This is an optimization exercise on Yosys and OpenROAD, whose aim is small area and a short achievable clock period, not a production implementation. In this exercise RTL edits were held to simulation tests only and were not proved equivalent to the original. Power is estimated from default activity; no workload was simulated.

==> inputs of amber <==
==> flow/design.v <==
package lc3b_types;
  typedef logic [15:0] lc3b_word;
endpackage
module lc3b_byte_ram (
  input  logic         clk,
  input  logic [255:0] i_wl,
  input  logic [15:0]  i_b,
  output logic [15:0]  o_rd_n
);
  logic [127:0] r_j;
  logic [4095:0] r_x;
  logic [4095:0] w_wl;
  logic [4095:0] w_b;
  for (genvar w = 0; w < 256; w++) begin : g_w
    assign w_wl[w*16 +: 16] = {16{i_wl[w]}};
    assign w_b[w*16 +: 16]  = i_b;
  end
  always_ff @(posedge clk) r_x <= ~((w_wl & w_b) | r_x);
  for (genvar k = 0; k < 16; k++) begin : g_rd
    logic [255:0] w_col;
    logic [85:0]  w_g;
    logic [21:0]  w_h;
    logic [7:0]   w_j;
    logic [1:0]   w_k;
    logic [7:0]   w_jr;
    for (genvar w = 0; w < 256; w++) begin : g_c
      assign w_col[w] = r_x[w*16 + k];
    end
    for (genvar j = 0; j < 85; j++) begin : g_g
      lc3b_rd3 u_rd3 (
        .i_x (w_col[3*j +: 3]),
        .i_wl(i_wl[3*j +: 3]),
        .o_n (w_g[j])
      );
    end
    lc3b_nand2 u_g85 (.i_a({w_col[255], i_wl[255]}), .o_y(w_g[85]));
    lc3b_nand4 u_h0 (.i_a(w_g[3:0]), .o_y(w_h[0]));
    lc3b_nand4 u_h1 (.i_a(w_g[7:4]), .o_y(w_h[1]));
    lc3b_nand4 u_h2 (.i_a(w_g[11:8]), .o_y(w_h[2]));
    lc3b_nand4 u_h3 (.i_a(w_g[15:12]), .o_y(w_h[3]));
    lc3b_nand4 u_h4 (.i_a(w_g[19:16]), .o_y(w_h[4]));
    lc3b_nand4 u_h5 (.i_a(w_g[23:20]), .o_y(w_h[5]));
    lc3b_nand4 u_h6 (.i_a(w_g[27:24]), .o_y(w_h[6]));
    lc3b_nand4 u_h7 (.i_a(w_g[31:28]), .o_y(w_h[7]));
    lc3b_nand4 u_h8 (.i_a(w_g[35:32]), .o_y(w_h[8]));
    lc3b_nand4 u_h9 (.i_a(w_g[39:36]), .o_y(w_h[9]));
    lc3b_nand4 u_h10 (.i_a(w_g[43:40]), .o_y(w_h[10]));
    lc3b_nand4 u_h11 (.i_a(w_g[47:44]), .o_y(w_h[11]));
    lc3b_nand4 u_h12 (.i_a(w_g[51:48]), .o_y(w_h[12]));
    lc3b_nand4 u_h13 (.i_a(w_g[55:52]), .o_y(w_h[13]));
    lc3b_nand4 u_h14 (.i_a(w_g[59:56]), .o_y(w_h[14]));
    lc3b_nand4 u_h15 (.i_a(w_g[63:60]), .o_y(w_h[15]));
    lc3b_nand4 u_h16 (.i_a(w_g[67:64]), .o_y(w_h[16]));
    lc3b_nand4 u_h17 (.i_a(w_g[71:68]), .o_y(w_h[17]));
    lc3b_nand4 u_h18 (.i_a(w_g[75:72]), .o_y(w_h[18]));
    lc3b_nand4 u_h19 (.i_a(w_g[79:76]), .o_y(w_h[19]));
    lc3b_nand4 u_h20 (.i_a(w_g[83:80]), .o_y(w_h[20]));
    lc3b_nand2 u_h21 (.i_a(w_g[85:84]), .o_y(w_h[21]));
    lc3b_nor3 u_j0 (.i_a(w_h[2:0]), .o_y(w_j[0]));
    lc3b_nor3 u_j1 (.i_a(w_h[5:3]), .o_y(w_j[1]));
    lc3b_nor3 u_j2 (.i_a(w_h[8:6]), .o_y(w_j[2]));
    lc3b_nor3 u_j3 (.i_a(w_h[11:9]), .o_y(w_j[3]));
    lc3b_nor3 u_j4 (.i_a(w_h[14:12]), .o_y(w_j[4]));
    lc3b_nor3 u_j5 (.i_a(w_h[17:15]), .o_y(w_j[5]));
    lc3b_nor2 u_j6 (.i_a(w_h[19:18]), .o_y(w_j[6]));
    lc3b_nor2 u_j7 (.i_a(w_h[21:20]), .o_y(w_j[7]));
    always_ff @(posedge clk) r_j[8*k +: 8] <= w_j;
    assign w_jr = r_j[8*k +: 8];
    lc3b_nand4 u_k0 (.i_a(w_jr[3:0]), .o_y(w_k[0]));
    lc3b_nand4 u_k1 (.i_a(w_jr[7:4]), .o_y(w_k[1]));
    lc3b_nor2 u_l (.i_a(w_k), .o_y(o_rd_n[k]));
  end
endmodule
module lc3b_rd3 (
  input  logic [2:0] i_x,
  input  logic [2:0] i_wl,
  output logic       o_n
);
  assign o_n = ~|(i_x & i_wl);
endmodule
module lc3b_nand2 (
  input  logic [1:0] i_a,
  output logic       o_y
);
  assign o_y = ~&i_a;
endmodule
module lc3b_nand4 (
  input  logic [3:0] i_a,
  output logic       o_y
);
  assign o_y = ~&i_a;
endmodule
module lc3b_nor2 (
  input  logic [1:0] i_a,
  output logic       o_y
);
  assign o_y = ~|i_a;
endmodule
module lc3b_nor3 (
  input  logic [2:0] i_a,
  output logic       o_y
);
  assign o_y = ~|i_a;
endmodule
module lc3b_mem_responder
#(
  parameter int DEPTH_WORDS = 256,
  parameter int LATENCY     = 2
) (
  input  logic       clk,
  input  logic       rst_n,
  input  logic       mem_read,
  input  logic       mem_write,
  input  logic [1:0] mem_byte_enable,
  input  lc3b_types::lc3b_word   mem_address,
  input  lc3b_types::lc3b_word   mem_wdata,
  output lc3b_types::lc3b_word   mem_rdata,
  output logic       mem_resp
);
  logic        r_s1, r_s2, r_resp;
  logic [15:0] r_pa_n, r_pb_n;
  logic        r_p;
  logic [1:0]  r_c;
  logic [15:0] r_d;
  logic [15:0] r_rdata;
  logic        w_cap;
  logic [15:0] w_lane;
  logic [15:0] w_pa, w_pb;
  logic [255:0] w_wl;
  logic [15:0] w_b;
  logic [15:0] w_rd_n;
  logic        w_unused;
  assign w_unused = ^{mem_address[15:9], mem_address[0]};
  assign w_cap = ~(r_s1 | r_s2 | r_resp) & (mem_read | mem_write);
  always_ff @(posedge clk or negedge rst_n) begin
    if (!rst_n) begin
      r_s1   <= 1'b0;
      r_s2   <= 1'b0;
      r_resp <= 1'b0;
    end else begin
      r_s1   <= w_cap;
      r_s2   <= r_s1;
      r_resp <= r_s2;
    end
  end
  for (genvar i = 0; i < 16; i++) begin : g_pd
    assign w_pa[i] = (mem_address[8:5] == 4'(i));
    assign w_pb[i] = (mem_address[4:1] == 4'(i));
  end
  always_ff @(posedge clk) begin
    if (w_cap) begin
      r_pa_n <= ~w_pa;
      r_pb_n <= ~w_pb;
    end
  end
  always_ff @(posedge clk) r_p <= ~r_p;
  assign w_lane = {{8{mem_byte_enable[1]}}, {8{mem_byte_enable[0]}}} & {16{mem_write & ~mem_read}};
  always_ff @(posedge clk or negedge rst_n) begin
    if (!rst_n) begin
      r_c <= 2'b00;
      r_d <= '0;
    end else if (w_cap) begin
      r_c <= {w_lane[8], w_lane[0]};
      r_d <= w_lane & ~(mem_wdata ^ {16{r_p}});
    end else if (r_resp) begin
      r_c <= 2'b00;
      r_d <= '0;
    end
  end
  assign w_b = r_d | ({{8{r_c[1]}}, {8{r_c[0]}}} & {16{r_s2}});
  for (genvar w = 0; w < 256; w++) begin : g_wl
    assign w_wl[w] = ~(r_pa_n[w / 16] | r_pb_n[w % 16]);
  end
  lc3b_byte_ram u_ram (
    .clk   (clk),
    .i_wl  (w_wl),
    .i_b   (w_b),
    .o_rd_n(w_rd_n)
  );
  always_ff @(posedge clk) r_rdata <= w_rd_n ^ {16{r_p}};
  assign mem_rdata = r_rdata;
  assign mem_resp  = r_resp;
endmodule
==> flow/run.sh <==
#!/bin/bash
# synth_recipe.tcl (not shown) runs the flow's synth.tcl, then flattens the netlist and writes it again
# the make line also repeats each setting of config.mk as NAME=value (left out here)
make -C /OpenROAD-flow-scripts/flow DESIGN_CONFIG=/design/flow/config.mk WORK_HOME=/design/flow/orfs CLKGATE_MAP_FILE= SYNTH_SCRIPT=/design/flow/synth_recipe.tcl finish
==> flow/config.mk <==
export PLATFORM = sky130hd
export DESIGN_NAME = lc3b_mem_responder
export DESIGN_NICKNAME = lc3b_mem_responder
export VERILOG_FILES = /design/flow/design.v
export SDC_FILE = /design/flow/constraint.sdc
export NUM_CORES = 4
export LEC_CHECK = 0
export CAP_MARGIN = 30
export CORE_MARGIN = 2
export CORE_UTILIZATION = 60
export CTS_BUF_LIST = sky130_fd_sc_hd__clkbuf_16
export CTS_CLUSTER_DIAMETER = 100
export CTS_CLUSTER_SIZE = 30
export SETUP_SLACK_MARGIN = 4.3
export SLEW_MARGIN = 30
export SYNTH_HIERARCHICAL = 1
export SYNTH_MINIMUM_KEEP_SIZE = 0
==> flow/constraint.sdc <==
create_clock -name core_clock -period 7.0 [get_ports {clk}]
set_input_delay 1.4000 -clock core_clock [delete_from_list [all_inputs] [get_ports {clk}]]
set_output_delay 1.4000 -clock core_clock [all_outputs]
set_load 0.01 [all_outputs]
==> harbor (differences from amber) <==
--- a/flow/design.v
+++ b/flow/design.v
@@ -8,14 +8,15 @@
   output logic [15:0]  o_rd_n
 );
   logic [127:0] r_j;
-  logic [4095:0] r_x;
-  logic [4095:0] w_wl;
-  logic [4095:0] w_b;
-  for (genvar w = 0; w < 256; w++) begin : g_w
-    assign w_wl[w*16 +: 16] = {16{i_wl[w]}};
-    assign w_b[w*16 +: 16]  = i_b;
-  end
-  always_ff @(posedge clk) r_x <= ~((w_wl & w_b) | r_x);
+  logic [4095:0] w_x;
+  for (genvar k = 0; k < 16; k++) begin : g_s
+    lc3b_slice u_s (
+      .clk (clk),
+      .i_wl(i_wl),
+      .i_b (i_b[k]),
+      .o_x (w_x[k*256 +: 256])
+    );
+  end
   for (genvar k = 0; k < 16; k++) begin : g_rd
     logic [255:0] w_col;
     logic [85:0]  w_g;
@@ -24,7 +25,7 @@
     logic [1:0]   w_k;
     logic [7:0]   w_jr;
     for (genvar w = 0; w < 256; w++) begin : g_c
-      assign w_col[w] = r_x[w*16 + k];
+      assign w_col[w] = w_x[k*256 + w];
     end
     for (genvar j = 0; j < 85; j++) begin : g_g
       lc3b_rd3 u_rd3 (
@@ -71,6 +72,16 @@
     lc3b_nor2 u_l (.i_a(w_k), .o_y(o_rd_n[k]));
   end
 endmodule
+module lc3b_slice (
+  input  logic         clk,
+  input  logic [255:0] i_wl,
+  input  logic         i_b,
+  output logic [255:0] o_x
+);
+  logic [255:0] r_x;
+  always_ff @(posedge clk) r_x <= ~((i_wl & {256{i_b}}) | r_x);
+  assign o_x = r_x;
+endmodule
 module lc3b_rd3 (
   input  logic [2:0] i_x,
   input  logic [2:0] i_wl,
@@ -118,16 +129,15 @@
   output logic       mem_resp
 );
   logic        r_s1, r_s2, r_resp;
-  logic [15:0] r_pa_n, r_pb_n;
+  logic [15:0] r_pa, r_pb;
   logic        r_p;
-  logic [1:0]  r_c;
-  logic [15:0] r_d;
+  logic [15:0] r_w;
+  logic [15:0] r_b;
   logic [15:0] r_rdata;
   logic        w_cap;
   logic [15:0] w_lane;
   logic [15:0] w_pa, w_pb;
   logic [255:0] w_wl;
-  logic [15:0] w_b;
   logic [15:0] w_rd_n;
   logic        w_unused;
   assign w_unused = ^{mem_address[15:9], mem_address[0]};
@@ -149,35 +159,42 @@
   end
   always_ff @(posedge clk) begin
     if (w_cap) begin
-      r_pa_n <= ~w_pa;
-      r_pb_n <= ~w_pb;
+      r_pa <= w_pa;
+      r_pb <= w_pb;
     end
   end
   always_ff @(posedge clk) r_p <= ~r_p;
   assign w_lane = {{8{mem_byte_enable[1]}}, {8{mem_byte_enable[0]}}} & {16{mem_write & ~mem_read}};
+  always_ff @(posedge clk) begin
+    if (w_cap) r_w <= w_lane & mem_wdata;
+  end
   always_ff @(posedge clk or negedge rst_n) begin
-    if (!rst_n) begin
-      r_c <= 2'b00;
-      r_d <= '0;
-    end else if (w_cap) begin
-      r_c <= {w_lane[8], w_lane[0]};
-      r_d <= w_lane & ~(mem_wdata ^ {16{r_p}});
-    end else if (r_resp) begin
-      r_c <= 2'b00;
-      r_d <= '0;
-    end
-  end
-  assign w_b = r_d | ({{8{r_c[1]}}, {8{r_c[0]}}} & {16{r_s2}});
+    if (!rst_n)     r_b <= '0;
+    else if (w_cap) r_b <= w_lane;
+    else if (r_s1)  r_b <= r_b & ~(r_w ^ {16{r_p}});
+    else            r_b <= '0;
+  end
   for (genvar w = 0; w < 256; w++) begin : g_wl
-    assign w_wl[w] = ~(r_pa_n[w / 16] | r_pb_n[w % 16]);
+    lc3b_wl_and u_wl (
+      .i_a(r_pa[w / 16]),
+      .i_b(r_pb[w % 16]),
+      .o_y(w_wl[w])
+    );
   end
   lc3b_byte_ram u_ram (
     .clk   (clk),
     .i_wl  (w_wl),
-    .i_b   (w_b),
+    .i_b   (r_b),
     .o_rd_n(w_rd_n)
   );
   always_ff @(posedge clk) r_rdata <= w_rd_n ^ {16{r_p}};
   assign mem_rdata = r_rdata;
   assign mem_resp  = r_resp;
 endmodule
+module lc3b_wl_and (
+  input  logic i_a,
+  input  logic i_b,
+  output logic o_y
+);
+  assign o_y = i_a & i_b;
+endmodule
==> zinc (differences from amber) <==
--- a/flow/design.v
+++ b/flow/design.v
@@ -7,24 +7,25 @@
   input  logic [15:0]  i_b,
   output logic [15:0]  o_rd_n
 );
-  logic [127:0] r_j;
-  logic [4095:0] r_x;
-  logic [4095:0] w_wl;
-  logic [4095:0] w_b;
-  for (genvar w = 0; w < 256; w++) begin : g_w
-    assign w_wl[w*16 +: 16] = {16{i_wl[w]}};
-    assign w_b[w*16 +: 16]  = i_b;
-  end
-  always_ff @(posedge clk) r_x <= ~((w_wl & w_b) | r_x);
+  logic [31:0] r_k;
+  logic [4095:0] w_x;
+  for (genvar k = 0; k < 16; k++) begin : g_s
+    lc3b_slice u_s (
+      .clk (clk),
+      .i_wl(i_wl),
+      .i_b (i_b[k]),
+      .o_x (w_x[k*256 +: 256])
+    );
+  end
   for (genvar k = 0; k < 16; k++) begin : g_rd
     logic [255:0] w_col;
     logic [85:0]  w_g;
     logic [21:0]  w_h;
     logic [7:0]   w_j;
     logic [1:0]   w_k;
-    logic [7:0]   w_jr;
+    logic [1:0]   w_kr;
     for (genvar w = 0; w < 256; w++) begin : g_c
-      assign w_col[w] = r_x[w*16 + k];
+      assign w_col[w] = w_x[k*256 + w];
     end
     for (genvar j = 0; j < 85; j++) begin : g_g
       lc3b_rd3 u_rd3 (
@@ -64,12 +65,22 @@
     lc3b_nor3 u_j5 (.i_a(w_h[17:15]), .o_y(w_j[5]));
     lc3b_nor2 u_j6 (.i_a(w_h[19:18]), .o_y(w_j[6]));
     lc3b_nor2 u_j7 (.i_a(w_h[21:20]), .o_y(w_j[7]));
-    always_ff @(posedge clk) r_j[8*k +: 8] <= w_j;
-    assign w_jr = r_j[8*k +: 8];
-    lc3b_nand4 u_k0 (.i_a(w_jr[3:0]), .o_y(w_k[0]));
-    lc3b_nand4 u_k1 (.i_a(w_jr[7:4]), .o_y(w_k[1]));
-    lc3b_nor2 u_l (.i_a(w_k), .o_y(o_rd_n[k]));
-  end
+    lc3b_nand4 u_k0 (.i_a(w_j[3:0]), .o_y(w_k[0]));
+    lc3b_nand4 u_k1 (.i_a(w_j[7:4]), .o_y(w_k[1]));
+    always_ff @(posedge clk) r_k[2*k +: 2] <= w_k;
+    assign w_kr = r_k[2*k +: 2];
+    lc3b_nor2 u_l (.i_a(w_kr), .o_y(o_rd_n[k]));
+  end
+endmodule
+module lc3b_slice (
+  input  logic         clk,
+  input  logic [255:0] i_wl,
+  input  logic         i_b,
+  output logic [255:0] o_x
+);
+  logic [255:0] r_x;
+  always_ff @(posedge clk) r_x <= ~((i_wl & {256{i_b}}) | r_x);
+  assign o_x = r_x;
 endmodule
 module lc3b_rd3 (
   input  logic [2:0] i_x,
@@ -117,67 +128,87 @@
   output lc3b_types::lc3b_word   mem_rdata,
   output logic       mem_resp
 );
-  logic        r_s1, r_s2, r_resp;
-  logic [15:0] r_pa_n, r_pb_n;
+  logic        r_s1, r_s2, r_resp, r_busy;
+  logic [15:0] r_pa, r_pb;
   logic        r_p;
-  logic [1:0]  r_c;
-  logic [15:0] r_d;
+  logic [15:0] r_w;
+  logic [15:0] r_b;
   logic [15:0] r_rdata;
   logic        w_cap;
   logic [15:0] w_lane;
   logic [15:0] w_pa, w_pb;
   logic [255:0] w_wl;
-  logic [15:0] w_b;
   logic [15:0] w_rd_n;
   logic        w_unused;
   assign w_unused = ^{mem_address[15:9], mem_address[0]};
-  assign w_cap = ~(r_s1 | r_s2 | r_resp) & (mem_read | mem_write);
+  assign w_cap = ~r_busy & (mem_read | mem_write);
   always_ff @(posedge clk or negedge rst_n) begin
     if (!rst_n) begin
       r_s1   <= 1'b0;
       r_s2   <= 1'b0;
       r_resp <= 1'b0;
+      r_busy <= 1'b0;
     end else begin
       r_s1   <= w_cap;
       r_s2   <= r_s1;
       r_resp <= r_s2;
+      r_busy <= w_cap | r_s1 | r_s2;
     end
   end
   for (genvar i = 0; i < 16; i++) begin : g_pd
     assign w_pa[i] = (mem_address[8:5] == 4'(i));
     assign w_pb[i] = (mem_address[4:1] == 4'(i));
   end
-  always_ff @(posedge clk) begin
-    if (w_cap) begin
-      r_pa_n <= ~w_pa;
-      r_pb_n <= ~w_pb;
-    end
-  end
+  logic [31:0] w_pd_nxt;
+  lc3b_hold #(.W(32)) u_pd_hold (
+    .i_sel(w_cap),
+    .i_new({w_pa, w_pb}),
+    .i_old({r_pa, r_pb}),
+    .o_y  (w_pd_nxt)
+  );
+  always_ff @(posedge clk) {r_pa, r_pb} <= w_pd_nxt;
   always_ff @(posedge clk) r_p <= ~r_p;
   assign w_lane = {{8{mem_byte_enable[1]}}, {8{mem_byte_enable[0]}}} & {16{mem_write & ~mem_read}};
+  always_ff @(posedge clk) begin
+    if (w_cap) r_w <= w_lane & mem_wdata;
+  end
   always_ff @(posedge clk or negedge rst_n) begin
-    if (!rst_n) begin
-      r_c <= 2'b00;
-      r_d <= '0;
-    end else if (w_cap) begin
-      r_c <= {w_lane[8], w_lane[0]};
-      r_d <= w_lane & ~(mem_wdata ^ {16{r_p}});
-    end else if (r_resp) begin
-      r_c <= 2'b00;
-      r_d <= '0;
-    end
-  end
-  assign w_b = r_d | ({{8{r_c[1]}}, {8{r_c[0]}}} & {16{r_s2}});
+    if (!rst_n)     r_b <= '0;
+    else if (w_cap) r_b <= w_lane;
+    else if (r_s1)  r_b <= r_b & ~(r_w ^ {16{r_p}});
+    else            r_b <= '0;
+  end
   for (genvar w = 0; w < 256; w++) begin : g_wl
-    assign w_wl[w] = ~(r_pa_n[w / 16] | r_pb_n[w % 16]);
+    lc3b_wl_and u_wl (
+      .i_a(r_pa[w / 16]),
+      .i_b(r_pb[w % 16]),
+      .o_y(w_wl[w])
+    );
   end
   lc3b_byte_ram u_ram (
     .clk   (clk),
     .i_wl  (w_wl),
-    .i_b   (w_b),
+    .i_b   (r_b),
     .o_rd_n(w_rd_n)
   );
   always_ff @(posedge clk) r_rdata <= w_rd_n ^ {16{r_p}};
   assign mem_rdata = r_rdata;
   assign mem_resp  = r_resp;
 endmodule
+module lc3b_wl_and (
+  input  logic i_a,
+  input  logic i_b,
+  output logic o_y
+);
+  assign o_y = i_a & i_b;
+endmodule
+module lc3b_hold #(
+  parameter int W = 1
+) (
+  input  logic         i_sel,
+  input  logic [W-1:0] i_new,
+  input  logic [W-1:0] i_old,
+  output logic [W-1:0] o_y
+);
+  assign o_y = i_sel ? i_new : i_old;
+endmodule
==> notes <==
Routed wire length: amber > zinc > harbor. First-iteration DRC count: harbor < amber < zinc. Sequential power: zinc is lower than amber (17%). In count of clock-buffer cells in the layout, harbor and amber do not differ. Synthesized cell count: zinc < harbor < amber. The highest die area belongs to harbor, the lowest to zinc.

==> static timing again, ports no longer ideal <==
The flow's constraints put no driver on any port. The routed layouts listed below were extracted and timed again, unchanged, in two steps.
Step 1: set_driving_cell puts a clkbuf_16 on clk and a buf_2 on each other input, an assumption about the parent block.
Step 2 also shifts input and output timing later by t, the mid clock arrival at the registers, as if the neighbouring blocks saw the same clock.
a / b / c = ideal / step 1 / step 2; a / b = the first two.
| run | t, ns | setup slack, ns | pins driven straight from the clock port |
|---|---|---|---|
| amber | 0.942 | 4.184 / 4.094 / 3.911 | 1 |
| harbor | 0.950 | 4.194 / 4.113 / 3.613 | 1 |
| zinc | 0.942 | 4.215 / 4.120 / 3.520 | 1 |
After both steps every run listed still meets setup and hold. For zinc, which loses most, drivers alone change the setup slack by -0.095 ns; drivers and shift together by -0.695 ns.
